From an optimization exercise on the open Yosys and OpenROAD flow, aimed at small area, a short achievable clock period and few clock cycles per item; shortcuts taken in it are not production practice. RTL that was checked went through simulation tests only; none was proved equivalent to the original. Only the layout flow was run in run 4; the RTL was not checked for function there. No activity file was given, so power comes from the tool's default toggle rates.

$ cat flow/config.mk
export PLATFORM = sky130hd
export DESIGN_NAME = skinny_core
export DESIGN_NICKNAME = skinny_core
export VERILOG_FILES = /design/flow/design.v
export SDC_FILE = /design/flow/constraint.sdc
export NUM_CORES = 4
export LEC_CHECK = 0
export CAP_MARGIN = 20
export CORE_AREA = 2.3 2.72 192.7 192.3
export CTS_BUF_LIST = sky130_fd_sc_hd__clkbuf_16
export CTS_CLUSTER_DIAMETER = 100
export CTS_CLUSTER_SIZE = 28
export DIE_AREA = 0 0 195 195
export PLACE_DENSITY = 0.8
export SETUP_SLACK_MARGIN = 2.2
export SLEW_MARGIN = 20
export SYNTH_HIERARCHICAL = 1
export SYNTH_MINIMUM_KEEP_SIZE = 0
$ cat flow/flow/run.sh
#!/bin/bash
set -euo pipefail
bash standard.sh "BUFFER_PORTS_ARGS=-buffer_cell sky130_fd_sc_hd__buf_1" finish > standard_flow.log 2>&1
$ cat flow/standard.sh
#!/bin/bash
# synth_recipe.tcl (not shown) runs the flow's synth.tcl, then flattens the netlist and writes it again
# the make line also repeats each setting of config.mk as NAME=value (left out here)
make -C /OpenROAD-flow-scripts/flow DESIGN_CONFIG=/design/flow/config.mk WORK_HOME=/design/flow/orfs CLKGATE_MAP_FILE= SYNTH_SCRIPT=/design/flow/synth_recipe.tcl "${@:-finish}"
$ cat flow/design.v
`default_nettype none
package skinny_data_pkg;
   typedef logic [127:0] block_t;
   typedef logic [7:0]   cell_t;
   typedef logic [5:0]   rc_t;
endpackage
`default_nettype wire
`default_nettype none
package skinny_ctrl_pkg;
   localparam int UNROLL = 1;
   localparam int CYCLES = 40 / 1;
endpackage
`default_nettype wire
`default_nettype none
module skinny_round_ctrl (
   input  wire logic clk,
   input  wire logic rst,
   input  wire logic start,
   input  wire logic last_round,
   output logic      busy,
   output logic      done,
   output logic      run,
   output logic      idle,
   output logic      pol
);
   logic go;
   assign go = busy || (!done && start);
   always_ff @(posedge clk) begin
      if (rst) begin
         busy <= 1'b0;
         done <= 1'b0;
         run  <= 1'b0;
         idle <= 1'b1;
      end else begin
         busy <= busy ? !last_round : (!done && start);
         done <= busy && last_round;
         run  <= go;
         idle <= !go;
      end
   end
   always_ff @(posedge clk) begin
      pol <= idle || !pol;
   end
endmodule
`default_nettype wire
`default_nettype none
module skinny_round_counter (
   input  wire logic                     clk,
   input  wire logic                     run,
   input  wire logic                     idle,
   output logic [6*1-1:0]   rcs,
   output logic                          last_round
);
   localparam int U = 1;
   function automatic logic [5:0] rc_step(input logic [5:0] rc);
      rc_step = {rc[4:0], rc[5] ^ rc[4] ^ 1'b1};
   endfunction
   function automatic logic [5:0] rc_after(input int n);
      logic [5:0] r;
      r = '0;
      for (int i = 0; i < n; i++) r = rc_step(r);
      rc_after = r;
   endfunction
   localparam logic [5:0] LAST_RC = rc_after(40 - U);
   logic [5:0] lfsr;
   logic [5:0] chain [U+1];
   always_comb begin
      chain[0] = lfsr;
      for (int j = 0; j < U; j++) begin
         chain[j+1]    = rc_step(chain[j]);
         rcs[6*j +: 6] = chain[j+1];
      end
   end
   assign last_round = (lfsr == LAST_RC);
   always_ff @(posedge clk) begin
      lfsr <= chain[U] & {6{run}} & {6{!idle}};
   end
endmodule
`default_nettype wire
`default_nettype none
module skinny_sbox8 (
   input  wire logic [7:0] si,
   output logic [7:0]      so
);
   logic [7:0] a;
   assign a[0] = ~(si[7] | si[6]) ^ si[4];
   assign a[1] = ~(si[3] | si[2]) ^ si[0];
   assign a[2] = ~(si[2] | si[1]) ^ si[6];
   assign a[3] = ~(a[0] | a[1]) ^ si[5];
   assign a[4] = ~(a[1] | si[3]) ^ si[1];
   assign a[5] = ~(a[2] | a[3]) ^ si[7];
   assign a[6] = ~(a[3] | a[0]) ^ si[3];
   assign so = {a[3], a[0], a[1], a[6], a[4], a[2], a[5], ~(a[4] | a[5])};
endmodule
module skinny_sbox8_k (
   input  wire logic [7:0] si,
   input  wire logic [7:1] kk,
   output logic [7:0]      so
);
   logic [7:0] a;
   assign a[0] = ~(si[7] | si[6]) ^ si[4];
   assign a[1] = ~(si[3] | si[2]) ^ si[0];
   assign a[2] = ~(si[2] | si[1]) ^ si[6];
   assign a[3] = ~(a[0] | a[1]) ^ si[5];
   assign a[4] = ~(a[1] | si[3]) ^ si[1];
   assign a[5] = ~(a[2] | a[3]) ^ si[7];
   assign a[6] = ~(a[3] | a[0]) ^ si[3];
   assign so = {a[3], a[0], a[1], a[6], a[4], a[2], a[5], ~(a[4] | a[5])} ^ {kk, 1'b0};
endmodule
module skinny_sbox_layer (
   input  wire logic [127:0] state_in,
   input  wire logic [55:0]  kk,
   output logic [127:0]      state_out
);
   for (genvar i = 0; i < 16; i++) begin : g_cell
      if (i >= 8) begin : g_key
         skinny_sbox8_k u_sbox (
            .si (state_in[i*8 +: 8]),
            .kk (kk[(i-8)*7 +: 7]),
            .so (state_out[i*8 +: 8])
         );
      end else begin : g_plain
         skinny_sbox8 u_sbox (
            .si (state_in[i*8 +: 8]),
            .so (state_out[i*8 +: 8])
         );
      end
   end
endmodule
`default_nettype wire
`default_nettype none
module skinny_round_early (
   input  wire logic [127:0] state_in,
   input  wire logic [7:0]   k0,      
   output logic [15:0]       e0
);
   logic [15:0] x, s;
   logic [3:0]  s0, s1, s2, s3;
   for (genvar c = 0; c < 16; c++) begin : g_cell
      if (c < 8) begin : g_key
         assign x[15-c] = state_in[127-8*c-5] ^ k0[7-c];
      end else begin : g_plain
         assign x[15-c] = state_in[127-8*c-5];
      end
   end
   assign s = {x[15:12], x[8], x[11:9], x[5:4], x[7:6], x[2:0], x[3]};
   assign {s0, s1, s2, s3} = s;
   assign e0 = {s0 ^ s2 ^ s3, s0, s1 ^ s2, s0 ^ s2};
endmodule
module skinny_round_mix (
   input  wire logic [127:0] sb,
   input  wire logic [15:0]  e0,
   input  wire logic [127:0] plaintext,
   input  wire logic         run,
   input  wire logic         idle,
   output logic [127:0]      state_nxt
);
   logic [127:0] s, t, m;
   logic [31:0]  y0, y1, y2, y3;
   assign s = {sb[127:96], sb[71:64], sb[95:72], sb[47:32], sb[63:48], sb[23:0], sb[31:24]};
   assign {y0, y1, y2, y3} = s;
   for (genvar c = 0; c < 16; c++) begin : g_cell
      logic [7:0] ec;
      assign ec[0]   = e0[15-c];
      assign ec[1]   = (c == 2 || c == 10 || c == 14);
      assign ec[7:2] = '0;
      assign t[127-8*c -: 8] = ec;
   end
   assign m = {(y0 ^ y2) ^ y3, y0, y1 ^ y2, y0 ^ y2};
   assign state_nxt = ((m ^ t) & {128{run}}) | (plaintext & {128{idle}});
endmodule
module skinny_round_datapath (
   input  wire logic [127:0] state_in,
   input  wire logic [63:0]  rtk,
   input  wire logic [5:0]   rc,
   input  wire logic [127:0] plaintext,
   input  wire logic         run,
   input  wire logic         idle,
   output logic [127:0]      state_nxt
);
   logic [127:0] sb;
   logic [15:0]  e0;
   logic [63:0]  kk;
   logic [55:0]  kk_hi;
   logic [7:0]   k0;
   assign kk = rtk ^ {4'h0, rc[3:0], 24'h0, 6'h0, rc[5:4], 24'h0};
   for (genvar c = 0; c < 8; c++) begin : g_kk
      assign kk_hi[(7-c)*7 +: 7] = kk[63-8*c -: 7];
      assign k0[7-c]             = kk[56-8*c];
   end
   skinny_sbox_layer u_sbox (
      .state_in  (state_in),
      .kk        (kk_hi),
      .state_out (sb)
   );
   skinny_round_early u_early (
      .state_in (state_in),
      .k0       (k0),
      .e0       (e0)
   );
   skinny_round_mix u_mix (
      .sb        (sb),
      .e0        (e0),
      .plaintext (plaintext),
      .run       (run),
      .idle      (idle),
      .state_nxt (state_nxt)
   );
endmodule
`default_nettype wire
`default_nettype none
module skinny_tweakey_schedule (
   input  wire logic                       run,
   input  wire logic                       idle,
   input  wire logic [383:0]               tweakey,
   input  wire logic                       pol,
   input  wire logic [127:0]               tk1_q,
   input  wire logic [127:0]               tk2_q,
   input  wire logic [127:0]               tk3_q,
   output logic [64*1-1:0]    rtk,      
   output logic [127:0]                    tk1_d,    
   output logic [127:0]                    tk2_d,
   output logic [127:0]                    tk3_d
);
   logic [127:0] tk1_nxt, tk2_nxt, tk3_nxt;  
   localparam int U = 1;
   localparam logic [63:0] PERM = 64'h9F8DAECB01234567;
   function automatic logic [127:0] permute(input logic [127:0] ki);
      logic [127:0] ko;
      for (int p = 0; p < 16; p++) begin
         ko[127-p*8 -: 8] = ki[127-int'(PERM[63-p*4 -: 4])*8 -: 8];
      end
      permute = ko;
   endfunction
   function automatic logic [127:0] step2(input logic [127:0] x, input logic fix);
      logic [127:0] p;
      p = permute(x);
      step2 = p;
      for (int c = 0; c < 8; c++) begin
         step2[127-c*8 -: 8] = {p[126-c*8 -: 7], p[127-c*8] ^ p[125-c*8] ^ fix};
      end
   endfunction
   function automatic logic [127:0] step3(input logic [127:0] x);
      logic [127:0] p;
      p = permute(x);
      step3 = p;
      for (int c = 0; c < 8; c++) begin
         step3[127-c*8 -: 8] = {p[120-c*8] ^ p[126-c*8], p[127-c*8 -: 7]};
      end
   endfunction
   logic [127:0] t1 [U+1];
   logic [127:0] t2 [U+1];
   logic [127:0] t3 [U+1];
   always_comb begin
      t1[0] = tk1_q;
      t2[0] = tk2_q;
      t3[0] = tk3_q;
      for (int j = 0; j < U; j++) begin
         rtk[64*j +: 64] = t1[j][127:64] ^ t2[j][127:64] ^ t3[j][127:64];
         t1[j+1] = permute(t1[j]);
         t2[j+1] = step2(t2[j], pol);
         t3[j+1] = step3(t3[j]);
      end
   end
   assign tk1_nxt = t1[U];
   assign tk2_nxt = t2[U];
   assign tk3_nxt = t3[U];
   assign tk3_d = (tk3_nxt & {128{run}}) | (tweakey[127:0] & {128{idle}});
   assign tk1_d = ~((tk1_nxt | {128{idle}}) & (tweakey[383:256] | {128{run}}));
   assign tk2_d = ~((tk2_nxt | {128{idle}}) & (tweakey[255:128] | {128{run}}));
endmodule
`default_nettype wire
`timescale 1ns/10ps
`default_nettype none
module skinny_core (
   input  wire logic                     clk,
   input  wire logic                     rst,
   input  wire logic                     start,
   input  wire skinny_data_pkg::block_t  plaintext,
   input  wire logic [383:0]             tweakey,
   output logic                          busy,
   output logic                          done,
   output skinny_data_pkg::block_t       ciphertext
);
   localparam int U = 1;
   logic                last_round;
   logic                run, idle, pol;
   logic [6*U-1:0]      rcs;
   logic [64*U-1:0]     rtk;
   logic [127:0]        state_q, tk1_q, tk2_q, tk3_q;
   logic [127:0]        tk1_d, tk2_d, tk3_d;
   skinny_round_ctrl u_ctrl (
      .clk        (clk),
      .rst        (rst),
      .start      (start),
      .last_round (last_round),
      .busy       (busy),
      .done       (done),
      .run        (run),
      .idle       (idle),
      .pol        (pol)
   );
   skinny_round_counter u_counter (
      .clk        (clk),
      .run        (run),
      .idle       (idle),
      .rcs        (rcs),
      .last_round (last_round)
   );
   skinny_tweakey_schedule u_sched (
      .run     (run),
      .idle    (idle),
      .tweakey (tweakey),
      .pol     (pol),
      .tk1_q   (tk1_q),
      .tk2_q   (tk2_q),
      .tk3_q   (tk3_q),
      .rtk     (rtk),
      .tk1_d   (tk1_d),
      .tk2_d   (tk2_d),
      .tk3_d   (tk3_d)
   );
   logic [127:0]        state_nxt;
   skinny_round_datapath u_round (
      .state_in  (state_q),
      .rtk       (rtk),
      .rc        (rcs),
      .plaintext (plaintext),
      .run       (run),
      .idle      (idle),
      .state_nxt (state_nxt)
   );
   always_ff @(posedge clk) begin
      state_q <= state_nxt;
      tk1_q   <= tk1_d;
      tk2_q   <= tk2_d;
      tk3_q   <= tk3_d;
   end
   assign ciphertext = state_q;
endmodule
`default_nettype wire
$ cat flow/constraint.sdc
create_clock -name core_clock -period 4.5 [get_ports {clk}]
set_input_delay 0.9000 -clock core_clock [delete_from_list [all_inputs] [get_ports {clk}]]
set_output_delay 0.9000 -clock core_clock [all_outputs]
set_load 0.01 [all_outputs]
==> results of run 1 <==
## cell families after synthesis
group | count (synthesis)
fa+ha+maj | 1
buf+inv | 122
flops | 523
xor+xnor | 414
mux | 24
compound gates | 579
simple gates | 303
## path summary, 6_finish.rpt
path / end / depth (start not counted)
max: ciphertext[90] / 1
min: tk2_q[79] / 1
max reg2reg: state_q[56] / 8
min reg2reg: tk2_q[79] / 1
## what timing repair did
| item | in CTS | in global routing |
|---|---|---|
| pin swaps | 1 | 13 |
| buffers inserted | 3 | 21 |
| endpoints found under the setup margin | 23 | 28 |
| gates resized for setup | 19 | 43 |
## final cells by class
class / instances / area (sq um) / area share
flip-flops and latches: 523 / 10500 / 0.427
multi-input cells: 1321 / 10000 / 0.408
repair buffers: 679 / 2770 / 0.113
well taps: 461 / 577 / 0.0235
clock buffers: 23 / 576 / 0.0234
diodes: 27 / 67.6 / 0.00275
clock inverters: 6 / 48.8 / 0.00199
inverters: 3 / 13.8 / 0.000560
## routing by layer
metal  up-vias  GRT usage  wire length (um)
li1       8223          -                 -
met1      8868      0.504             31100
met2      1136      0.675             38800
met3       269     0.0834              7980
met4         6      0.234              5440
met5         -          0                46
## per-module statistics from Yosys (local to each module, per instance), excerpt
module	times used	area [sq um]	flops+latches
skinny_core	1	10200	512
skinny_round_mix	1	2250	0
skinny_sbox8_k	8	210	0
skinny_sbox8	8	183	0
skinny_round_datapath	1	52.6	0
skinny_tweakey_schedule	1	4640	0
## registers in the layout, indices dropped and copies added (netlist names)
| name | cells |
|---|---|
| state_q | 128 |
| u_ctrl.done | 1 |
| u_ctrl.busy | 1 |
| u_ctrl.run | 1 |
| tk3_q | 128 |
| u_ctrl.pol | 1 |
| u_counter.lfsr | 6 |
| tk2_q | 128 |
| u_ctrl.idle | 1 |
| tk1_q | 128 |
## metrics by stage
| stage | setup WS [ps] | cells |
|---|---|---|
| 2_1_floorplan | 2330 | 1966 |
| 3_3_place_gp | 1920 | 2963 |
| 3_5_place_dp | 1910 | 2963 |
| 4_1_cts | 2200 | 2995 |
| 5_1_grt | 2130 | 3036 |
| 6_report | 2220 | 3043 |
## cells in the mapped netlist (22+ instances only)
cell type	n
sky130_fd_sc_hd__nand3_1	24
sky130_fd_sc_hd__mux2i_1	24
sky130_fd_sc_hd__o22ai_1	256
sky130_fd_sc_hd__nand3b_1	25
sky130_fd_sc_hd__buf_2	82
sky130_fd_sc_hd__o21ai_1	46
sky130_fd_sc_hd__and2_1	22
sky130_fd_sc_hd__a22o_1	184
sky130_fd_sc_hd__o21ai_0	74
sky130_fd_sc_hd__xor2_1	103
sky130_fd_sc_hd__or3_1	32
sky130_fd_sc_hd__dfxtp_1	523
sky130_fd_sc_hd__nand2_1	106
sky130_fd_sc_hd__xnor2_1	298
## where the power goes
part / internal [mW] / leakage, nW / total [mW] / switching (mW)
Clock: 0.986 / 0.317 / 2.43 / 1.44
Combinational: 5.22 / 4.54 / 11.7 / 6.49
Sequential: 5.68 / 4.41 / 7.09 / 1.41
==> results.py, run 1 <==
metrics = {
    "synth": {
        "synth_xor_xnor_area_share": 0.180,
        "synth.net_count": 2482,
        "post_synth_and_or_nand_nor_area_fraction": 0.0852,
        "synth.top_cells.by_area": "sky130_fd_sc_hd__dfxtp_1 50%, sky130_fd_sc_hd__xnor2_1 12%, sky130_fd_sc_hd__a22o_1 7.7%",
        "synthesis.yosys.warnings": 14,
        "synthCells": 1966,
        "post_synth_mux_area_share": 0.0115,
        "synth.avg_cell_area_sq_um": 10.7,
        "synth.largest_area_cell": "sky130_fd_sc_hd__dfxtp_1",
        "synth-edff-count": 0,
        "postSynth.asyncResetShare": 0,
        "post_synth_num_cell_types": 40,
        "yosys.area_share.adder": 0.000597,
        "ys_seq_elements": 523,
        "ys.flop_type": "sky130_fd_sc_hd__dfxtp_1",
        "netlist.area_leader.share": 0.499,
        "netlist_area_sq_um": 21000,
        "complex_gate_fraction_of_the_synthesized_area": 0.189,
        "synth-seq-area-share": 0.499,
        "synth_top_family_by_area": "compound AO/OA/AOI/OAI gates",
    },
    "power": {
        "static_leak_nw": 9.26,
        "max-vdd-ir-drop_mv": 0.397,
        "power.density_nw_per_um2": 863,
        "report.power.total_mw": 21.2,
    },
    "setup_path": {
        "timing.critical_path.buf_inv": 1,
        "crit_path_max_fanout": 7,
        "category_of_the_worst_setup_path_launch_point": "register",
        "critical_path.reg2reg.startpoint": "state_q[42]",
        "r2r_setup_slack_ps": 2230,
        "worst_ep_required_time_ps": 3600,
        "cpLargestDelayFamily": "flip-flops",
        "worst_setup_path_end_kind": "output port",
        "critPathKind": "register to output port",
        "crit_path_top_delay_cell": "sky130_fd_sc_hd__dfxtp_1",
        "setup.worst_path.start": "state_q[90]",
        "cp.arrival_ps": 1380,
        "path_cells": "buf_1",
        "worst_path_largest_cell_delay_ps": 500,
    },
    "detailed_routing": {
        "drc": 0,
        "drtPass1Iterations": 8,
        "avgRoutedWirePerCell_um": 27.4,
        "vias_per_cell": 6.08,
        "drt-initial-drc-count": 1741,
        "antenna_left": 0,
        "detail_route.wirelength_um": 83400,
        "dr_total_vias": 18500,
    },
    "worst_hold_path": {
        "hp-start": "tk2_q[30]",
        "worst_hold_path_type": "register to register",
    },
    "sta": {
        "maxSlewHeadroom": 0.404,
        "whs_ps": 416,
        "finalCritPeriodShare": 0.507,
        "total_negative_setup_slacks_ps": 0,
        "timing.final.hold_violations": 0,
        "final_max_slew_viol_count": 0,
        "setup_skew_ps": 19.3,
        "least_margin_pin_slew_ps": 893,
        "setup-violations-final": 0,
        "fmaxAchievable_mhz": 438,
        "shortest_period_the_worst_path_allows_ps": 2280,
        "grt_setup_unrepaired": "true",
    },
    "global_routing": {
        "grt_use_total": 0.411,
        "grt_antenna_before_repair": 24,
        "wire_length_of_the_first_global_routing_pass_um": 114000,
        "vias_in_the_first_global_route": 17400,
        "globalRoute.totalOverflow": 0,
        "grt_max_degree": 169,
    },
    "final_layout": {
        "layout.nets": 3066,
        "stdcell_area_sq_um": 24600,
        "n_fill_cell": 2905,
        "layout.cells.most_common_list": "643 x sky130_fd_sc_hd__buf_1, 507 x sky130_fd_sc_hd__dfxtp_1, 290 x sky130_fd_sc_hd__xnor2_1",
        "area_growth_syn_to_fin_pct": 17.2,
        "finalCoreUtilization": 0.689,
        "proportion_of_layout_cells_with_a_drive_suffix_above_1": 0.0611,
        "layout.cells.most_common": "sky130_fd_sc_hd__buf_1",
    },
    "floorplanning": {
        "overall_die_width_um": 195,
        "core_area_sq_um": 35700,
        "floorplan.initialDensity": 0.588,
        "core.rowCount": 69,
        "die-height_um": 195,
        "dieArea_sq_um": 38000,
        "floorplan.io_pins": 645,
    },
    "outcome": {
        "run_status": "finished clean",
    },
    "cts": {
        "cts_hold_buffers": 0,
        "tritoncts_num_sinks": 523,
        "cts.htree.levels": 1,
        "clk_transition_reported_paths_ps": 120,
        "insertion_delay_ps": 560,
        "clockRootBuffer": "sky130_fd_sc_hd__clkbuf_16",
        "tritoncts": "built",
        "clk_path_buf_depth": 3,
        "cts_made_buffers": 22,
    },
    "flow_run": {
        "timing.max_cap.violations": 0,
    },
    "placement": {
        "routabilityCongestion": 1.00,
        "post_place_cell_area_sq_um": 23400,
        "buffer_ports.inserted": 644,
        "dp_hpwl_um": 67100,
    },
}
Testbench counts, summed over its fixed seeds: cycles 16,120, items 384.
==> run 2: changes to the inputs <==
--- a/flow/config.mk
+++ b/flow/config.mk
@@ -9,7 +9,7 @@
 export CORE_AREA = 2.3 2.72 192.7 192.3
 export CTS_BUF_LIST = sky130_fd_sc_hd__clkbuf_16
 export CTS_CLUSTER_DIAMETER = 100
-export CTS_CLUSTER_SIZE = 28
+export CTS_CLUSTER_SIZE = 24
 export DIE_AREA = 0 0 195 195
 export PLACE_DENSITY = 0.8
 export SETUP_SLACK_MARGIN = 2.2
==> run 2 against run 1 <==
First-iteration DRC count up 2.2%; clock-buffer cell count up 2; clock power about the same; largest cell class unchanged; cell count about the same; core utilization about the same; synthesized cell count unchanged; synthesized area unchanged; register-to-register slack about the same; still clean on timing, DRC and antenna; critical path depth unchanged; sequential cell count unchanged; combinational power about the same.
==> results.py, run 2 <==
metrics = {
    "outcome": {
        "run_status": "finished clean",
    },
    "worst_hold_path": {
        "min_delay_path_depth": 1,
        "worst_hold_path_type": "register to register",
        "hp-start": "tk2_q[10]",
        "timing.hold.worst_endpoint": "tk2_q[83]",
    },
    "global_routing": {
        "met1_usage_grt": 0.509,
        "grt_antenna_before_repair": 27,
        "vias_in_the_first_global_route": 17500,
        "globalRoute.busiestLayer": "met2",
        "grt_max_degree": 169,
        "globalRouteMet2Util": 0.674,
        "wire_length_of_the_first_global_routing_pass_um": 114000,
        "globalRoute.totalOverflow": 0,
        "global_route.usage.met3": 0.0800,
        "grt_use_total": 0.413,
    },
    "synth": {
        "synth-seq-area-share": 0.499,
        "netlist_area_sq_um": 21000,
        "synth-edff-count": 0,
        "most_used_standard_cell_by_instance_count_after_synthesis": "sky130_fd_sc_hd__dfxtp_1",
        "synth.top_cells.by_area": "sky130_fd_sc_hd__dfxtp_1 50%, sky130_fd_sc_hd__xnor2_1 12%, sky130_fd_sc_hd__a22o_1 7.7%",
        "postSynth.asyncResetShare": 0,
        "ys_seq_elements": 523,
        "netlist.area_leader.share": 0.499,
        "post_synth_num_cell_types": 40,
        "ys.flop_type": "sky130_fd_sc_hd__dfxtp_1",
        "yosys-top-cells-count": "523 x sky130_fd_sc_hd__dfxtp_1, 298 x sky130_fd_sc_hd__xnor2_1, 256 x sky130_fd_sc_hd__o22ai_1",
        "synth.largest_area_cell": "sky130_fd_sc_hd__dfxtp_1",
        "synthCells": 1966,
        "synthesis.yosys.warnings": 14,
        "synth.avg_cell_area_sq_um": 10.7,
        "synth.net_count": 2482,
    },
    "detailed_routing": {
        "drtPass1Iterations": 5,
        "detail_route.wirelength_um": 83600,
        "drc": 0,
        "avgRoutedWirePerCell_um": 27.5,
        "dr_total_vias": 18500,
        "antenna_left": 0,
        "drt-initial-drc-count": 1780,
        "vias_per_cell": 6.09,
    },
    "cts": {
        "cts_hold_buffers": 0,
        "cts_made_buffers": 25,
        "cts.htree.levels": 1,
        "insertion_delay_ps": 570,
        "tritoncts_num_sinks": 523,
        "clk_path_buf_depth": 3,
        "tritoncts": "built",
        "clockRootBuffer": "sky130_fd_sc_hd__clkbuf_16",
        "clk_transition_reported_paths_ps": 110,
    },
    "setup_path": {
        "crit_path_top_delay_cell": "sky130_fd_sc_hd__dfxtp_1",
        "reg2regPathDepth": 7,
        "worst_setup_path_end_kind": "output port",
        "cp.arrival_ps": 1370,
        "cpLargestDelayFamily": "flip-flops",
        "critical_path.reg2reg.startpoint": "state_q[42]",
        "worst_path_largest_cell_delay_ps": 490,
        "rr_endpoint": "state_q[24]",
        "worst_ep_required_time_ps": 3600,
        "category_of_the_worst_setup_path_launch_point": "register",
        "path_cells": "buf_1",
        "timing.critical_path.buf_inv": 1,
        "r2r_setup_slack_ps": 2240,
        "crit_path_max_fanout": 7,
        "critPathKind": "register to output port",
    },
    "sta": {
        "setup_skew_ps": 23.0,
        "timing.final.hold_violations": 0,
        "final_max_slew_viol_count": 0,
        "fin_ws_ps": 2230,
        "finalCritPeriodShare": 0.504,
        "shortest_period_the_worst_path_allows_ps": 2270,
        "fmaxAchievable_mhz": 441,
        "maxSlewHeadroom": 0.365,
        "setup-violations-final": 0,
        "total_negative_setup_slacks_ps": 0,
        "grt_setup_unrepaired": "true",
        "least_margin_pin_slew_ps": 953,
    },
    "placement": {
        "buffer_ports.inserted": 644,
        "routabilityCongestion": 1.00,
        "dp.cells": 2963,
        "place_worst_setup_slack_ps": 1910,
        "dp_hpwl_um": 67100,
    },
    "floorplanning": {
        "dieArea_sq_um": 38000,
        "floorplan.initialDensity": 0.588,
        "floorplan.io_pins": 645,
        "core.rowCount": 69,
        "core_area_sq_um": 35700,
        "overall_die_width_um": 195,
        "die-height_um": 195,
    },
    "flow_run": {
        "timing.max_cap.violations": 0,
    },
    "final_layout": {
        "post_layout_nonfiller_instances": 3041,
        "multiInputGateArea_sq_um": 10000,
        "layout.area.seq_sq_um": 10500,
        "layout.cells.most_common": "sky130_fd_sc_hd__buf_1",
        "layout.nets": 3066,
        "n_fill_cell": 2910,
        "proportion_of_layout_cells_with_a_drive_suffix_above_1": 0.0604,
        "layout.cells.most_common_list": "644 x sky130_fd_sc_hd__buf_1, 507 x sky130_fd_sc_hd__dfxtp_1, 290 x sky130_fd_sc_hd__xnor2_1",
        "area_growth_syn_to_fin_pct": 17.2,
    },
    "power": {
        "max-vdd-ir-drop_mv": 0.381,
        "power.density_nw_per_um2": 864,
        "static_leak_nw": 9.25,
    },
}
==> run 2: logic make-up after synthesis <==
group,Yosys count,synth area share
DFF,523,0.499
and+or+nand+nor,303,0.0852
AOI/OAI and AO/OA,579,0.189
buffers and inverters,122,0.0345
adders and majority gates,1,0.000597
xor gates and xnor gates,414,0.180
muxes,24,0.0115
==> run 2: how the worst max path moves through the flow <==
stage | startpoint | to | slack (ps) | cells after the start
3_5_place_dp | state_q[34] | state_q[16] | 1910 | 7
4_1_cts | state_q[34] | state_q[113] | 2200 | 8
2_1_floorplan | state_q[58] | state_q[8] | 2330 | 7
6_report | state_q[90] | ciphertext[90] | 2230 | 1
5_1_grt | state_q[43] | state_q[24] | 2180 | 7
3_3_place_gp | state_q[34] | state_q[16] | 1920 | 7
==> run 2: per-module statistics from Yosys (local to each module, per instance), a selection <==
module,cells inside,copies in the design,flip-flops and latches
skinny_round_early,24,1,0
skinny_round_counter,23,1,6
skinny_core,512,1,512
skinny_sbox8_k,28,8,0
skinny_round_ctrl,14,1,5
skinny_round_mix,340,1,0
skinny_round_datapath,6,1,0
skinny_tweakey_schedule,615,1,0
skinny_sbox8,26,8,0
==> run 2: routing by layer <==
| layer | vias up | wire, um |
|---|---|---|
| li1 | 8227 | - |
| met1 | 8985 | 31800 |
| met2 | 1049 | 39000 |
| met3 | 248 | 7290 |
| met4 | 8 | 5530 |
| met5 | - | 46 |
==> run 2: power breakdown <==
group	internal [mW]	switching (mW)	total (mW)
clock network	1.00	1.46	2.46
logic	5.20	6.48	11.7
registers	5.68	1.41	7.09
==> run 2: metrics by stage <==
step | cell area [sq um] | power, mW | util | hold WS [ps]
3_5_place_dp | 23400 | 17.7 | 0.657 | 405
6_report | 24600 | 21.2 | 0.690 | 420
2_1_floorplan | 21000 | 14.4 | - | 383
4_1_cts | 24200 | 20.4 | 0.679 | 413
3_3_place_gp | 23400 | 17.6 | 0.657 | 401
5_1_grt | 24600 | 22.1 | 0.689 | 425
==> run 2: cell type report <==
cell class | count | area share
Sequential cell | 523 | 0.427
Multi-Input combinational cell | 1321 | 0.408
Timing Repair Buffer | 676 | 0.112
Clock buffer | 25 | 0.0254
Tap cell | 461 | 0.0235
Antenna cell | 29 | 0.00295
Clock inverter | 3 | 0.000611
Inverter | 3 | 0.000560
==> run 2: what timing repair did <==
action                     CTS  global route
setup endpoints to repair   23            24
gates resized for setup     21            43
setup buffers                4            17
pin swaps                    1            17
==> run 3: changes to the inputs <==
--- a/flow/config.mk
+++ b/flow/config.mk
@@ -6,11 +6,11 @@
 export NUM_CORES = 4
 export LEC_CHECK = 0
 export CAP_MARGIN = 20
-export CORE_AREA = 2.3 2.72 192.7 192.3
+export CORE_AREA = 2.3 2.72 183.7 183.3
 export CTS_BUF_LIST = sky130_fd_sc_hd__clkbuf_16
 export CTS_CLUSTER_DIAMETER = 100
 export CTS_CLUSTER_SIZE = 24
-export DIE_AREA = 0 0 195 195
+export DIE_AREA = 0 0 186 186
 export PLACE_DENSITY = 0.8
 export SETUP_SLACK_MARGIN = 2.2
 export SLEW_MARGIN = 20
==> run 3 against run 2 <==
Cell count fell by 0.82%; critical endpoint is now ciphertext[27]; critical path depth did not move; critical path type unchanged; highest routed layer unchanged; power fell by 1.4%; largest cell class unchanged; clock skew fell by 3.2 ps.
==> results.py, run 3 <==
metrics = {
    "synth": {
        "ys_seq_elements": 523,
        "synth-seq-area-share": 0.499,
        "synthesis.yosys.warnings": 14,
        "synth.net_count": 2482,
        "synth.largest_area_cell": "sky130_fd_sc_hd__dfxtp_1",
        "yosys-top-cells-count": "523 x sky130_fd_sc_hd__dfxtp_1, 298 x sky130_fd_sc_hd__xnor2_1, 256 x sky130_fd_sc_hd__o22ai_1",
        "synthCells": 1966,
        "synth-edff-count": 0,
        "postSynth.asyncResetShare": 0,
        "post_synth_num_cell_types": 40,
        "synth.avg_cell_area_sq_um": 10.7,
        "netlist.area_leader.share": 0.499,
        "most_used_standard_cell_by_instance_count_after_synthesis": "sky130_fd_sc_hd__dfxtp_1",
        "ys.flop_type": "sky130_fd_sc_hd__dfxtp_1",
        "synth.top_cells.by_area": "sky130_fd_sc_hd__dfxtp_1 50%, sky130_fd_sc_hd__xnor2_1 12%, sky130_fd_sc_hd__a22o_1 7.7%",
        "netlist_area_sq_um": 21000,
    },
    "floorplanning": {
        "floorplan.io_pins": 645,
        "core.rowCount": 66,
        "die-height_um": 186,
        "overall_die_width_um": 186,
        "core_area_sq_um": 32500,
        "floorplan.initialDensity": 0.645,
        "dieArea_sq_um": 34600,
    },
    "placement": {
        "place_worst_setup_slack_ps": 1910,
        "dp_hpwl_um": 65100,
        "post_place_cell_area_sq_um": 23400,
        "buffer_ports.inserted": 644,
        "routabilityCongestion": 0.998,
    },
    "global_routing": {
        "vias_in_the_first_global_route": 17100,
        "globalRoute.totalOverflow": 0,
        "global_route.usage.met3": 0.111,
        "globalRouteMet2Util": 0.717,
        "grt_antenna_before_repair": 25,
        "met1_usage_grt": 0.525,
        "globalRoute.busiestLayer": "met2",
        "grt_use_total": 0.444,
        "grt_max_degree": 140,
        "wire_length_of_the_first_global_routing_pass_um": 110000,
    },
    "detailed_routing": {
        "dr_total_vias": 18500,
        "vias_per_cell": 6.14,
        "detail_route.wirelength_um": 81400,
        "drc": 0,
        "antenna_left": 0,
        "drt-initial-drc-count": 1871,
        "drtPass1Iterations": 7,
        "avgRoutedWirePerCell_um": 27.0,
    },
    "setup_path": {
        "critPathKind": "register to output port",
        "crit_path_max_fanout": 6,
        "cpLargestDelayFamily": "flip-flops",
        "worst_setup_path_end_kind": "output port",
        "worst_path_largest_cell_delay_ps": 590,
        "worst_ep_required_time_ps": 3600,
        "crit_path_top_delay_cell": "sky130_fd_sc_hd__dfxtp_1",
        "cp.arrival_ps": 1390,
        "timing.critical_path.buf_inv": 1,
        "path_cells": "buf_1",
        "category_of_the_worst_setup_path_launch_point": "register",
    },
    "sta": {
        "total_negative_setup_slacks_ps": 0,
        "fmaxAchievable_mhz": 437,
        "final_max_slew_viol_count": 0,
        "grt_setup_unrepaired": "true",
        "setup-violations-final": 0,
        "maxSlewHeadroom": 0.267,
        "fin_ws_ps": 2210,
        "timing.final.hold_violations": 0,
        "least_margin_pin_slew_ps": 1100,
        "setup_skew_ps": 19.9,
        "shortest_period_the_worst_path_allows_ps": 2290,
        "finalCritPeriodShare": 0.508,
    },
    "power": {
        "swShare": 0.437,
        "max-vdd-ir-drop_mv": 0.482,
        "power.density_nw_per_um2": 854,
        "pwr-share-comb": 0.545,
        "p_switching_mw": 9.16,
        "seq_power_share": 0.336,
        "clockPowerShare": 0.118,
        "static_leak_nw": 9.22,
        "intPower_mw": 11.8,
    },
    "cts": {
        "cts_made_buffers": 25,
        "cts.htree.levels": 1,
        "clk_path_buf_depth": 3,
        "tritoncts": "built",
        "clockRootBuffer": "sky130_fd_sc_hd__clkbuf_16",
        "insertion_delay_ps": 590,
        "tritoncts_num_sinks": 523,
        "clk_transition_reported_paths_ps": 110,
    },
    "final_layout": {
        "stdcell_area_sq_um": 24500,
        "proportion_of_layout_cells_with_a_drive_suffix_above_1": 0.0600,
        "layout.nets": 3064,
        "layout.cells.most_common_list": "644 x sky130_fd_sc_hd__buf_1, 503 x sky130_fd_sc_hd__dfxtp_1, 292 x sky130_fd_sc_hd__xnor2_1",
        "layout.cells.most_common": "sky130_fd_sc_hd__buf_1",
        "area_growth_syn_to_fin_pct": 16.9,
    },
    "outcome": {
        "run_status": "finished clean",
    },
    "worst_hold_path": {
        "worst_hold_path_type": "register to register",
    },
    "flow_run": {
        "timing.max_cap.violations": 0,
    },
}
run 3: cell counts after synthesis:
No cell type changed its count.
run 3: power by group through the flow:
stage	clock (mW)	combinational [mW]	sequential, mW
after detailed placement	0	10.5	7.06
final	2.48	11.4	7.04
after floorplan	0	7.53	6.84
after global routing	2.62	12.1	7.12
after global placement	0	10.4	7.01
after CTS	2.46	10.7	6.96
run 3: path summary, 6_finish.rpt:
path	from	to	depth (start not counted)	slack (ps)
worst min register to register	tk1_q[50]	tk1_q[122]	1	410
worst max-delay path	state_q[27]	ciphertext[27]	1	2210
worst min-delay path	tk1_q[50]	tk1_q[122]	1	410
worst max register to register	state_q[34]	state_q[48]	9	2220
run 3: cell type report:
| class | count | area (sq um) |
|---|---|---|
| antenna | 25 | 62.6 |
| clock buffer | 25 | 626 |
| clock inverter | 3 | 31.3 |
| fill | 2390 | 8020 |
| inverter | 3 | 11.3 |
| multi-input combinational | 1321 | 10000 |
| sequential | 523 | 10500 |
| tap | 442 | 553 |
| timing repair buffer | 674 | 2690 |
run 3: cell families after synthesis:
family | synth area share
adder cells (fa/ha/maj) | 0.000597
multiplexers | 0.0115
flip-flops | 0.499
XOR/XNOR | 0.180
buffers and inverters | 0.0345
AO/OA/AOI/OAI | 0.189
AND/OR/NAND/NOR | 0.0852
run 3: per-layer routing:
layer / vias to the layer above / wire length, um / part of all wire
met5: - / 69 / 0.00085
met4: 10 / 5910 / 0.073
met3: 295 / 8220 / 0.10
met2: 1195 / 38000 / 0.47
met1: 8801 / 29200 / 0.36
li1: 8229 / - / -
run 3: Yosys stat by module (local to each module, per instance), excerpt:
| module | times used | cell area [sq um] | cells | flip-flops and latches |
|---|---|---|---|---|
| skinny_core | 1 | 10200 | 512 | 512 |
| skinny_sbox8 | 8 | 183 | 26 | 0 |
| skinny_round_ctrl | 1 | 153 | 14 | 5 |
| skinny_round_counter | 1 | 240 | 23 | 6 |
| skinny_round_early | 1 | 240 | 24 | 0 |
| skinny_sbox8_k | 8 | 210 | 28 | 0 |
run 3: repair_timing:
action                                  4_1_cts  5_1_grt
resized for setup                            14       55
pin swaps                                     0       20
hold endpoints to repair                      0        0
endpoints found under the setup margin       17       30
hold buffers                                  0        0
buffers inserted                              4       13
run 3: through the flow:
step / util / hold slack, ps / std cells / total power, mW
after CTS: 0.742 / 413 / 2978 / 20.1
after detailed placement: 0.718 / 408 / 2946 / 17.5
final: 0.753 / 411 / 3016 / 20.9
after global routing: 0.753 / 425 / 3010 / 21.9
after global placement: 0.718 / 401 / 2946 / 17.4
after floorplan: - / 383 / 1966 / 14.4
==> run 4: changes to the inputs <==
--- a/flow/design.v
+++ b/flow/design.v
@@ -82,41 +82,40 @@
    input  wire logic [7:0] si,
    output logic [7:0]      so
 );
-   logic [7:0] a;
+   logic [5:0] a;
    assign a[0] = ~(si[7] | si[6]) ^ si[4];
    assign a[1] = ~(si[3] | si[2]) ^ si[0];
    assign a[2] = ~(si[2] | si[1]) ^ si[6];
    assign a[3] = ~(a[0] | a[1]) ^ si[5];
    assign a[4] = ~(a[1] | si[3]) ^ si[1];
    assign a[5] = ~(a[2] | a[3]) ^ si[7];
-   assign a[6] = ~(a[3] | a[0]) ^ si[3];
-   assign so = {a[3], a[0], a[1], a[6], a[4], a[2], a[5], ~(a[4] | a[5])};
+   assign so = {a[3], a[0], a[1], ~(a[3] | a[0]), a[4], a[2], ~(a[2] | a[3]), ~(a[4] | a[5])};
 endmodule
 module skinny_sbox8_k (
    input  wire logic [7:0] si,
-   input  wire logic [7:1] kk,
+   input  wire logic [4:0] kk,
    output logic [7:0]      so
 );
-   logic [7:0] a;
+   logic [5:0] a;
    assign a[0] = ~(si[7] | si[6]) ^ si[4];
    assign a[1] = ~(si[3] | si[2]) ^ si[0];
    assign a[2] = ~(si[2] | si[1]) ^ si[6];
    assign a[3] = ~(a[0] | a[1]) ^ si[5];
    assign a[4] = ~(a[1] | si[3]) ^ si[1];
    assign a[5] = ~(a[2] | a[3]) ^ si[7];
-   assign a[6] = ~(a[3] | a[0]) ^ si[3];
-   assign so = {a[3], a[0], a[1], a[6], a[4], a[2], a[5], ~(a[4] | a[5])} ^ {kk, 1'b0};
+   assign so = {a[3] ^ kk[4], a[0] ^ kk[3], a[1] ^ kk[2], ~(a[3] | a[0]),
+                a[4] ^ kk[1], a[2] ^ kk[0], ~(a[2] | a[3]), ~(a[4] | a[5])};
 endmodule
 module skinny_sbox_layer (
    input  wire logic [127:0] state_in,
-   input  wire logic [55:0]  kk,
+   input  wire logic [39:0]  kk,
    output logic [127:0]      state_out
 );
    for (genvar i = 0; i < 16; i++) begin : g_cell
       if (i >= 8) begin : g_key
          skinny_sbox8_k u_sbox (
             .si (state_in[i*8 +: 8]),
-            .kk (kk[(i-8)*7 +: 7]),
+            .kk (kk[(i-8)*5 +: 5]),
             .so (state_out[i*8 +: 8])
          );
       end else begin : g_plain
@@ -131,25 +130,28 @@
 `default_nettype none
 module skinny_round_early (
    input  wire logic [127:0] state_in,
-   input  wire logic [7:0]   k0,      
-   output logic [15:0]       e0
+   input  wire logic [23:0]  kz,      
+   output logic [47:0]       ez       
 );
-   logic [15:0] x, s;
-   logic [3:0]  s0, s1, s2, s3;
-   for (genvar c = 0; c < 16; c++) begin : g_cell
-      if (c < 8) begin : g_key
-         assign x[15-c] = state_in[127-8*c-5] ^ k0[7-c];
-      end else begin : g_plain
-         assign x[15-c] = state_in[127-8*c-5];
+   localparam logic [11:0] ZB = {4'd3, 4'd7, 4'd2};
+   for (genvar p = 0; p < 3; p++) begin : g_plane
+      logic [15:0] x, s;
+      logic [3:0]  s0, s1, s2, s3;
+      for (genvar c = 0; c < 16; c++) begin : g_cell
+         logic k;
+         if (c < 8)       assign k = kz[p*8 + 7 - c];
+         else if (c == 8) assign k = (p == 1);       
+         else             assign k = 1'b0;
+         assign x[15-c] = state_in[120-8*c+int'(ZB[p*4 +: 4])] ^ k;
       end
+      assign s = {x[15:12], x[8], x[11:9], x[5:4], x[7:6], x[2:0], x[3]};
+      assign {s0, s1, s2, s3} = s;
+      assign ez[p*16 +: 16] = {s0 ^ s2 ^ s3, s0, s1 ^ s2, s0 ^ s2};
    end
-   assign s = {x[15:12], x[8], x[11:9], x[5:4], x[7:6], x[2:0], x[3]};
-   assign {s0, s1, s2, s3} = s;
-   assign e0 = {s0 ^ s2 ^ s3, s0, s1 ^ s2, s0 ^ s2};
 endmodule
 module skinny_round_mix (
    input  wire logic [127:0] sb,
-   input  wire logic [15:0]  e0,
+   input  wire logic [47:0]  ez,
    input  wire logic [127:0] plaintext,
    input  wire logic         run,
    input  wire logic         idle,
@@ -160,11 +162,7 @@
    assign s = {sb[127:96], sb[71:64], sb[95:72], sb[47:32], sb[63:48], sb[23:0], sb[31:24]};
    assign {y0, y1, y2, y3} = s;
    for (genvar c = 0; c < 16; c++) begin : g_cell
-      logic [7:0] ec;
-      assign ec[0]   = e0[15-c];
-      assign ec[1]   = (c == 2 || c == 10 || c == 14);
-      assign ec[7:2] = '0;
-      assign t[127-8*c -: 8] = ec;
+      assign t[127-8*c -: 8] = {3'b000, ez[32+15-c], 2'b00, ez[16+15-c], ez[15-c]};
    end
    assign m = {(y0 ^ y2) ^ y3, y0, y1 ^ y2, y0 ^ y2};
    assign state_nxt = ((m ^ t) & {128{run}}) | (plaintext & {128{idle}});
@@ -179,28 +177,32 @@
    output logic [127:0]      state_nxt
 );
    logic [127:0] sb;
-   logic [15:0]  e0;
+   logic [47:0]  ez;
    logic [63:0]  kk;
-   logic [55:0]  kk_hi;
-   logic [7:0]   k0;
+   logic [39:0]  kk_s;
+   logic [23:0]  kz;
    assign kk = rtk ^ {4'h0, rc[3:0], 24'h0, 6'h0, rc[5:4], 24'h0};
    for (genvar c = 0; c < 8; c++) begin : g_kk
-      assign kk_hi[(7-c)*7 +: 7] = kk[63-8*c -: 7];
-      assign k0[7-c]             = kk[56-8*c];
+      logic [7:0] kc;
+      assign kc = kk[63-8*c -: 8];
+      assign kk_s[(7-c)*5 +: 5] = {kc[7], kc[6], kc[5], kc[3], kc[2]};
+      assign kz[7-c]      = kc[0];
+      assign kz[8 + 7-c]  = kc[1];
+      assign kz[16 + 7-c] = kc[4];
    end
    skinny_sbox_layer u_sbox (
       .state_in  (state_in),
-      .kk        (kk_hi),
+      .kk        (kk_s),
       .state_out (sb)
    );
    skinny_round_early u_early (
       .state_in (state_in),
-      .k0       (k0),
-      .e0       (e0)
+      .kz       (kz),
+      .ez       (ez)
    );
    skinny_round_mix u_mix (
       .sb        (sb),
-      .e0        (e0),
+      .ez        (ez),
       .plaintext (plaintext),
       .run       (run),
       .idle      (idle),
--- a/flow/config.mk
+++ b/flow/config.mk
@@ -6,11 +6,11 @@
 export NUM_CORES = 4
 export LEC_CHECK = 0
 export CAP_MARGIN = 20
-export CORE_AREA = 2.3 2.72 183.7 183.3
+export CORE_AREA = 2.3 2.72 192.7 192.3
 export CTS_BUF_LIST = sky130_fd_sc_hd__clkbuf_16
 export CTS_CLUSTER_DIAMETER = 100
 export CTS_CLUSTER_SIZE = 24
-export DIE_AREA = 0 0 186 186
+export DIE_AREA = 0 0 195 195
 export PLACE_DENSITY = 0.8
 export SETUP_SLACK_MARGIN = 2.2
 export SLEW_MARGIN = 20
==> run 4 against run 3 <==
Still clean; die area increased by 9.9%; routed wire length up 5.8%; worst setup slack about the same; clock-buffer cell count is the same; sequential share of layout area fell by 1.6 points; power increased by 9.2%; register-to-register slack about the same; sequential power grew 2%; synthesized area is 3.4% higher; cell area grew 4.1%; fmax about the same; critical endpoint is now ciphertext[24]; largest cell class is now multi-input combinational cells.
==> results.py, run 4 <==
metrics = {
    "outcome": {
        "run_status": "finished clean",
    },
    "power": {
        "max-vdd-ir-drop_mv": 0.373,
        "static_leak_nw": 9.67,
        "power.density_nw_per_um2": 896,
    },
    "flow_run": {
        "timing.max_cap.violations": 0,
    },
    "cts": {
        "clockRootBuffer": "sky130_fd_sc_hd__clkbuf_16",
        "insertion_delay_ps": 570,
        "cts.htree.levels": 1,
        "cts_made_buffers": 25,
        "tritoncts": "built",
        "tritoncts_num_sinks": 523,
        "clk_transition_reported_paths_ps": 100,
        "clk_path_buf_depth": 3,
    },
    "sta": {
        "setup-violations-final": 0,
        "fin_ws_ps": 2210,
        "whs_ps": 415,
        "least_margin_pin_slew_ps": 892,
        "setup_skew_ps": 20.2,
        "maxSlewHeadroom": 0.405,
        "grt_setup_unrepaired": "true",
        "shortest_period_the_worst_path_allows_ps": 2290,
        "finalCritPeriodShare": 0.508,
        "total_negative_setup_slacks_ps": 0,
        "fmaxAchievable_mhz": 438,
        "timing.final.hold_violations": 0,
        "final_max_slew_viol_count": 0,
    },
    "final_layout": {
        "finalCoreUtilization": 0.716,
        "layout.cells.most_common_list": "641 x sky130_fd_sc_hd__buf_1, 490 x sky130_fd_sc_hd__dfxtp_1, 268 x sky130_fd_sc_hd__xnor2_1",
        "area_growth_syn_to_fin_pct": 17.7,
        "post_layout_nonfiller_instances": 3049,
        "layout.cells.most_common": "sky130_fd_sc_hd__buf_1",
        "layout.nets": 3070,
        "proportion_of_layout_cells_with_a_drive_suffix_above_1": 0.0822,
    },
    "global_routing": {
        "vias_in_the_first_global_route": 17500,
        "wire_length_of_the_first_global_routing_pass_um": 118000,
        "met1_usage_grt": 0.523,
        "grt_max_degree": 109,
        "global_route.usage.met3": 0.0926,
        "grt_use_total": 0.427,
        "globalRoute.totalOverflow": 0,
        "globalRouteMet2Util": 0.699,
        "grt_antenna_before_repair": 32,
        "globalRoute.busiestLayer": "met2",
    },
    "synth": {
        "netlist.area_leader.share": 0.483,
        "netlist_area_sq_um": 21700,
        "synth-edff-count": 0,
        "ys_seq_elements": 523,
        "synth_xor_xnor_area_share": 0.197,
        "synth.avg_cell_area_sq_um": 11.1,
        "synth.top_cells.by_area": "sky130_fd_sc_hd__dfxtp_1 48%, sky130_fd_sc_hd__xnor2_1 11%, sky130_fd_sc_hd__a22o_1 9.7%",
        "most_used_standard_cell_by_instance_count_after_synthesis": "sky130_fd_sc_hd__dfxtp_1",
        "synth.net_count": 2474,
        "post_synth_num_cell_types": 37,
        "yosys.area_share.adder": 0.000577,
        "yosys-top-cells-count": "523 x sky130_fd_sc_hd__dfxtp_1, 271 x sky130_fd_sc_hd__xnor2_1, 256 x sky130_fd_sc_hd__o22ai_1",
        "synth_top_family_by_area": "compound AO/OA/AOI/OAI gates",
        "synthCells": 1958,
        "post_synth_mux_area_share": 0.0148,
        "ys.flop_type": "sky130_fd_sc_hd__dfxtp_1",
        "synthesis.yosys.warnings": 14,
        "post_synth_and_or_nand_nor_area_fraction": 0.0690,
        "synth.largest_area_cell": "sky130_fd_sc_hd__dfxtp_1",
        "postSynth.asyncResetShare": 0,
        "complex_gate_fraction_of_the_synthesized_area": 0.200,
        "synth-seq-area-share": 0.483,
    },
    "detailed_routing": {
        "dr_total_vias": 18800,
        "detail_route.wirelength_um": 86200,
        "antenna_left": 0,
        "vias_per_cell": 6.18,
        "drtPass1Iterations": 5,
        "drt-initial-drc-count": 1819,
        "drc": 0,
        "avgRoutedWirePerCell_um": 28.3,
    },
    "worst_hold_path": {
        "worst_hold_path_type": "register to register",
    },
    "floorplanning": {
        "core_area_sq_um": 35700,
        "dieArea_sq_um": 38000,
        "die-height_um": 195,
        "floorplan.initialDensity": 0.608,
        "floorplan.io_pins": 645,
        "overall_die_width_um": 195,
        "core.rowCount": 69,
    },
    "setup_path": {
        "path_cells": "buf_1",
        "worst_path_largest_cell_delay_ps": 580,
        "cpLargestDelayFamily": "flip-flops",
        "category_of_the_worst_setup_path_launch_point": "register",
        "worst_ep_required_time_ps": 3600,
        "critPathKind": "register to output port",
        "crit_path_max_fanout": 4,
        "worst_setup_path_end_kind": "output port",
        "cp.arrival_ps": 1390,
        "crit_path_top_delay_cell": "sky130_fd_sc_hd__dfxtp_1",
        "timing.critical_path.buf_inv": 1,
    },
    "placement": {
        "routabilityCongestion": 1.04,
        "buffer_ports.inserted": 644,
        "place_worst_setup_slack_ps": 1990,
        "dp.cells": 2956,
        "dp_hpwl_um": 69300,
    },
}
[run 4: path summary, 6_finish.rpt]
path                             startpoint              to  slack, ps  depth (start not counted)
worst max register to register  state_q[23]    state_q[120]       2230                          7
worst min-delay path              tk2_q[48]      tk2_q[121]        410                          1
worst max-delay path            state_q[24]  ciphertext[24]       2210                          1
worst min register to register    tk2_q[48]      tk2_q[121]        410                          1
[run 4: worst reg2reg max path: stages, from the launching register on]
cell,delay [ps]
sky130_fd_sc_hd__dfxtp_1,530
sky130_fd_sc_hd__nor3_1,140
sky130_fd_sc_hd__nor4_2,420
sky130_fd_sc_hd__mux2i_1,330
sky130_fd_sc_hd__mux2i_1,280
sky130_fd_sc_hd__xor2_1,200
sky130_fd_sc_hd__xnor2_1,100
sky130_fd_sc_hd__a22o_1,180
[run 4: repair_timing]
| action | 4_1_cts | 5_1_grt |
|---|---|---|
| pin swaps | 0 | 15 |
| setup endpoints to repair | 23 | 39 |
| hold endpoints to repair | 0 | 0 |
| hold buffers | 0 | 0 |
| buffers inserted | 8 | 23 |
| resized for setup | 26 | 54 |
[run 4: kinds of logic after synthesis]
group                    Yosys count
buffers and inverters            130
AO/OA/AOI/OAI                    579
adder cells (fa/ha/maj)            1
AND/OR/NAND/NOR                  239
multiplexers                      32
flip-flops                       523
XOR/XNOR                         454
[run 4: power breakdown]
group	leakage, nW	total (mW)	internal, mW	switching, mW
combinational	4.92	13.1	5.84	7.28
sequential	4.41	7.20	5.71	1.50
clock	0.333	2.53	1.06	1.48
[run 4: per-layer routing]
layer  vias to the layer above  routed length, um
li1                       8330                  -
met5                         -                 27
met4                         4               5470
met3                       234               8330
met2                      1152              40300
met1                      9110              32000
[run 4: per-module statistics from Yosys, one instance, submodules excluded, a selection]
module                   area (sq um)  times used  flops+latches  cells
skinny_round_mix                 2630           1              0    300
skinny_round_early                721           1              0     72
skinny_round_datapath            52.6           1              0      6
skinny_core                     10200           1            512    512
skinny_sbox8                      156           8              0     24
skinny_round_counter              240           1              6     23
skinny_tweakey_schedule          4640           1              0    615
skinny_round_ctrl                 153           1              5     14
[run 4: layout make-up]
cell class	count	area [sq um]
fillers	2699	10100
well taps	461	577
flip-flops and latches	523	10500
diodes	33	82.6
clock inverters	3	37.5
repair buffers	689	2890
multi-input cells	1305	10700
clock buffers	25	626
inverters	10	37.5
[run 4: per-stage QoR]
stage / cell area [sq um] / power [mW]
6_report: 25500 / 22.9
5_1_grt: 25500 / 23.7
4_1_cts: 25100 / 22.0
3_5_place_dp: 24200 / 19.1
3_3_place_gp: 24200 / 19.1
2_1_floorplan: 21700 / 15.5

## port drivers added, routing unchanged
How much do the figures lean on ideal ports? The routed layouts below were timed once more, with nothing changed but the port constraints. Step 1: set_driving_cell puts a clkbuf_16 on clk and a buf_2 on each other input, an assumption about the parent block. Step 2 adds t to the input delays and takes it off the output delays; t is the mean of the earliest and latest rising clock arrival at the registers after step 1. Input paths then give back, and output paths get back, about the clock's delay inside the block. a / b / c = ideal / step 1 / step 2; a / b = the first two.
run | t, ns | slack for setup (ns) | latest minus earliest clock arrival (ns)
run 1 | 0.613 | 2.218 / 2.160 / 2.226 | 0.023 / 0.023
run 2 | 0.617 | 2.233 / 2.174 / 2.243 | 0.024 / 0.024
run 3 | 0.639 | 2.214 / 2.157 / 2.221 | 0.021 / 0.021
run 4 | 0.622 | 2.214 / 2.156 / 2.226 | 0.021 / 0.022
After both steps every run listed still meets setup and hold.
